What follows belongs to an exercise in optimizing a design on an open flow for small area, a short achievable clock period and few clock cycles per item; a production flow would make more cautious choices. At most, simulation tests tie the RTL to the original design; equivalence was not proved. No activity file was given, so power comes from the tool's default toggle rates.

// float_to_rgbe_encode
module float_to_rgbe_encode
(
   input  wire logic         clock,
   input  wire logic         reset,
   input  wire logic         req_tvalid,
   output logic              req_tready,
   input  wire logic [191:0] req_tdata,   
   output logic              rsp_tvalid,
   input  wire logic         rsp_tready,
   output logic [31:0]       rsp_tdata    
);
For scale: about 850 cells after synthesis, ~93 flip-flops, ~230 I/O pins.
export LEC_CHECK = 0
export CAP_MARGIN = 20
export CORE_MARGIN = 2
export CORE_UTILIZATION = 40
export SLEW_MARGIN = 20
create_clock -name core_clock -period 6.3 [get_ports {clock}]
standard.sh (not shown) runs the stock make flow with config.mk's settings and CLKGATE_MAP_FILE= SYNTH_SCRIPT=/design/flow/synth_recipe.tcl, a recipe that flattens the netlist after the stock synthesis.
==> flow/flow/run.sh <==
#!/bin/bash
# Standard layout, except that the port buffers are the smallest buffer cell
# instead of the delay buffer buffer_ports picks by default. Each tool's full
# output lands in the ORFS logs under orfs/logs; make's own output in make.log.
set -euo pipefail
export BUFFER_PORTS_ARGS="-buffer_cell sky130_fd_sc_hd__buf_1"
bash standard.sh > make.log 2>&1
The baseline passed the timing, DRC and antenna checks.
Edit:
SETUP_SLACK_MARGIN = 3.0   (was unset)
The changed run passed the timing, DRC and antenna checks.
Die area stays the same.
Worst setup slack gets better by 0.83 ns.
Hold slack barely changes.
Cell area rises by 4.7%.
Fmax rises by 25%.
Total power increases by 3.2%.
Combinational power rises by 11%.
Critical path depth shrinks by 1.
Clock skew came out lower by 0.0039 ns.
Function was not checked in any run of this note: the RTL went through the layout flow alone.


Setup of job 6478:
Another version of the RTL of float_to_rgbe_encode (not shown whole).
Size: ~81 flip-flops, about 230 I/O pins.
Settings: LEC_CHECK=0, ABC_AREA=1, CAP_MARGIN=20, CORE_MARGIN=2, CORE_UTILIZATION=45, CTS_BUF_LIST=sky130_fd_sc_hd__clkbuf_8, CTS_CLUSTER_DIAMETER=100, CTS_CLUSTER_SIZE=30, SETUP_SLACK_MARGIN=3.5, SLEW_MARGIN=20; clock period 6.3 ns.
==> flow/flow/run.sh <==
#!/bin/bash
# Standard layout, except that the port buffers are the smallest buffer cell
# instead of the delay buffer buffer_ports picks by default, and that the
# rsp_tready and req_tready pins are placed side by side (io.tcl), as the
# only path from an input port to an output port runs between them.
# Each tool's full output lands in the ORFS logs under orfs/logs; make's own
# output in make.log.
set -euo pipefail
export BUFFER_PORTS_ARGS="-buffer_cell sky130_fd_sc_hd__buf_1"
export IO_CONSTRAINTS="$PWD/flow/io.tcl"
bash standard.sh > make.log 2>&1
==> flow/flow/io.tcl <==
# keep the two ready pins next to each other
set_io_pin_constraint -group -order -pin_names {rsp_tready req_tready}
Testbench counts of job 6478, summed over its fixed seeds: cycles 9,616, items 9,600.
#### Input delta (job 6466 over job 6478)
Settings: changing CORE_UTILIZATION from 45 to 55.
==> flow/flow/run.sh <==
#!/bin/bash
# Standard layout with three changes:
# - the port buffers are the smallest buffer cell instead of the delay
#   buffer buffer_ports picks by default;
# - the rsp_tready and req_tready pins are placed side by side (io.tcl), as
#   the only path from an input port to an output port runs between them;
# - synthesis maps the logic with abc_map.script (ABC's &nf mapping once, then
#   ABC's buffering and sizing) in place of ORFS's ABC script. It is the standard flow's
#   own synthesis script (synth_recipe.tcl, which flattens and renames as
#   usual) with only the script of ORFS's abc call changed; registers are
#   mapped before that call and are the standard synthesis's.
# Each tool's full output lands in the ORFS logs under orfs/logs; make's own
# output in make.log.
set -euo pipefail
export BUFFER_PORTS_ARGS="-buffer_cell sky130_fd_sc_hd__buf_1"
export IO_CONSTRAINTS="$PWD/flow/io.tcl"
work=$PWD
# ORFS synth.tcl with the abc call's script replaced
grep -c 'log_cmd abc {\*}$abc_args$' "$FLOW_HOME/scripts/synth.tcl" > abc_calls.txt
sed "s|^\(\s*\)log_cmd abc {\*}\$abc_args\$|\1log_cmd abc {*}[lreplace \$abc_args 1 1 $work/flow/abc_map.script]|" \
  "$FLOW_HOME/scripts/synth.tcl" > "$work/synth_map.tcl"
sed "s|source \$::env(SCRIPTS_DIR)/synth.tcl|source $work/synth_map.tcl|" synth_recipe.tcl > "$work/synth_recipe_map.tcl"
sed "s|SYNTH_SCRIPT=[^ ]*|SYNTH_SCRIPT=$work/synth_recipe_map.tcl|" standard.sh > "$work/standard_map.sh"
bash "$work/standard_map.sh" > make.log 2>&1
==> flow/flow/abc_map.script (new file) <==
&get -n
&st
&dch
&nf
&put
topo
stime -c
buffer -c
upsize -c
dnsize -c
### Flow results
Compared with job 6478, job 6466 shows a number of gates resized after CTS that is 95 higher. The combinational power in job 6478 is 0.77 times that in job 6466. Per the comparison of job 6466 with job 6478, sequential group power saw an increase; sequential share of layout area saw little to no change; area of the mapped netlist saw a decrease. For job 6466, the most frequent standard cell in the layout excluding fill and tap cells was sky130_fd_sc_hd__buf_1, unlike job 6478, where it was sky130_fd_sc_hd__nand2_1.
Here is what was changed in the inputs of job 5526 compared with job 6466.
Settings: CORE_UTILIZATION: 55 -> 40.
==> flow/flow/run.sh <==
#!/bin/bash
# Standard layout, except that the port buffers are the smallest buffer cell
# instead of the delay buffer buffer_ports picks by default, and that the
# rsp_tready and req_tready pins are placed side by side (io.tcl), as the
# only path from an input port to an output port runs between them.
# Each tool's full output lands in the ORFS logs under orfs/logs; make's own
# output in make.log.
set -euo pipefail
export BUFFER_PORTS_ARGS="-buffer_cell sky130_fd_sc_hd__buf_1"
export IO_CONSTRAINTS="$PWD/flow/io.tcl"
bash standard.sh > make.log 2>&1
removed: flow/flow/abc_map.script
Notes after the runs:
- Job 5526 vs job 6466: placed wire-length estimate after detailed placement up by a few percent
- When the final numbers for job 6466 and job 5526 were put side by side, the area occupied by multi-input gates turned out to be greater in job 6466.
- Across both runs, peak clock frequency supported by timing was higher for job 5526 than for job 6466.
- Summary: with job 6466 as the reference, wire length in job 5526 moved down by more than 10%.
- Going from job 6466 to job 5526, violation count after the first detailed-routing iteration shows a reduction of about 60%, clock group share of total power rose by 1.4 points, met3 wire length dropped 48%, post-place setup slack now sits higher.
- Delta (job 5526 minus job 6466): arrival time of data at the critical path endpoint lost 1.94 ns, switching fraction of total power has decreased, cell area now larger.
> inputs changed (job 5526 -> job 2235)
Settings: changing CORE_UTILIZATION from 40 to 55; changing SETUP_SLACK_MARGIN from 3.5 to 3.58.
==> comparison <==
- Taking job 5526 as the reference, in job 2235 wire length of the first global-routing pass shrank by about 6%, core utilization grew by 20 points, flip-flop and latch count after synthesis held steady, logic depth of the worst register-to-register path shrank by 1.
- Sort job 5526 and job 2235 by post-route clock skew desc -> top: job 5526
- Area after synthesis came out exactly the same in job 5526 and job 2235.
- Post-cts sizing count: job 2235 vs job 5526 up 1
- The shortest period the worst path allows of job 2235 falls short of that of job 5526 by 0.026 ns.
- Comparing job 5526 and job 2235, the higher total non-filler cell area in the finished layout was measured on job 5526.

[port drivers added, routing unchanged]
The flow's constraints put no driver on any port. The routed layouts listed below were extracted and timed again, unchanged, in two steps.
Step 1, drivers: a clkbuf_16 drives clock and a buf_2 each remaining input, both assumed.
Step 2 also shifts input and output timing later by t, the mid clock arrival at the registers, as if the neighbouring blocks saw the same clock.
Slacks: ideal / step 1 / step 2; pairs: ideal / step 1.
run | shift t [ns] | slack for setup (ns) | worst hold slack (ns) | worst setup path after step 2
the first run of note 1 | 0.408 | 2.207 / 2.207 / 2.207 | 0.455 / 0.455 / 0.455 | register to register
the second run of note 1 | 0.390 | 3.039 / 3.023 / 2.765 | 0.456 / 0.456 / 0.456 | input to register
job 6478 | 0.396 | 3.551 / 3.365 / 3.302 | 0.471 / 0.471 / 0.471 | input to register
job 6466 | 0.415 | 2.962 / 2.962 / 2.962 | 0.507 / 0.507 / 0.507 | register to register
job 5526 | 0.413 | 3.547 / 3.377 / 3.377 | 0.465 / 0.465 / 0.465 | input to output
job 2235 | 0.395 | 3.574 / 3.530 / 3.407 | 0.469 / 0.469 / 0.469 | input to register
After both steps every run listed still meets setup and hold. For the second run of note 1, which loses most, drivers alone change the setup slack by -0.016 ns; drivers and shift together by -0.274 ns.
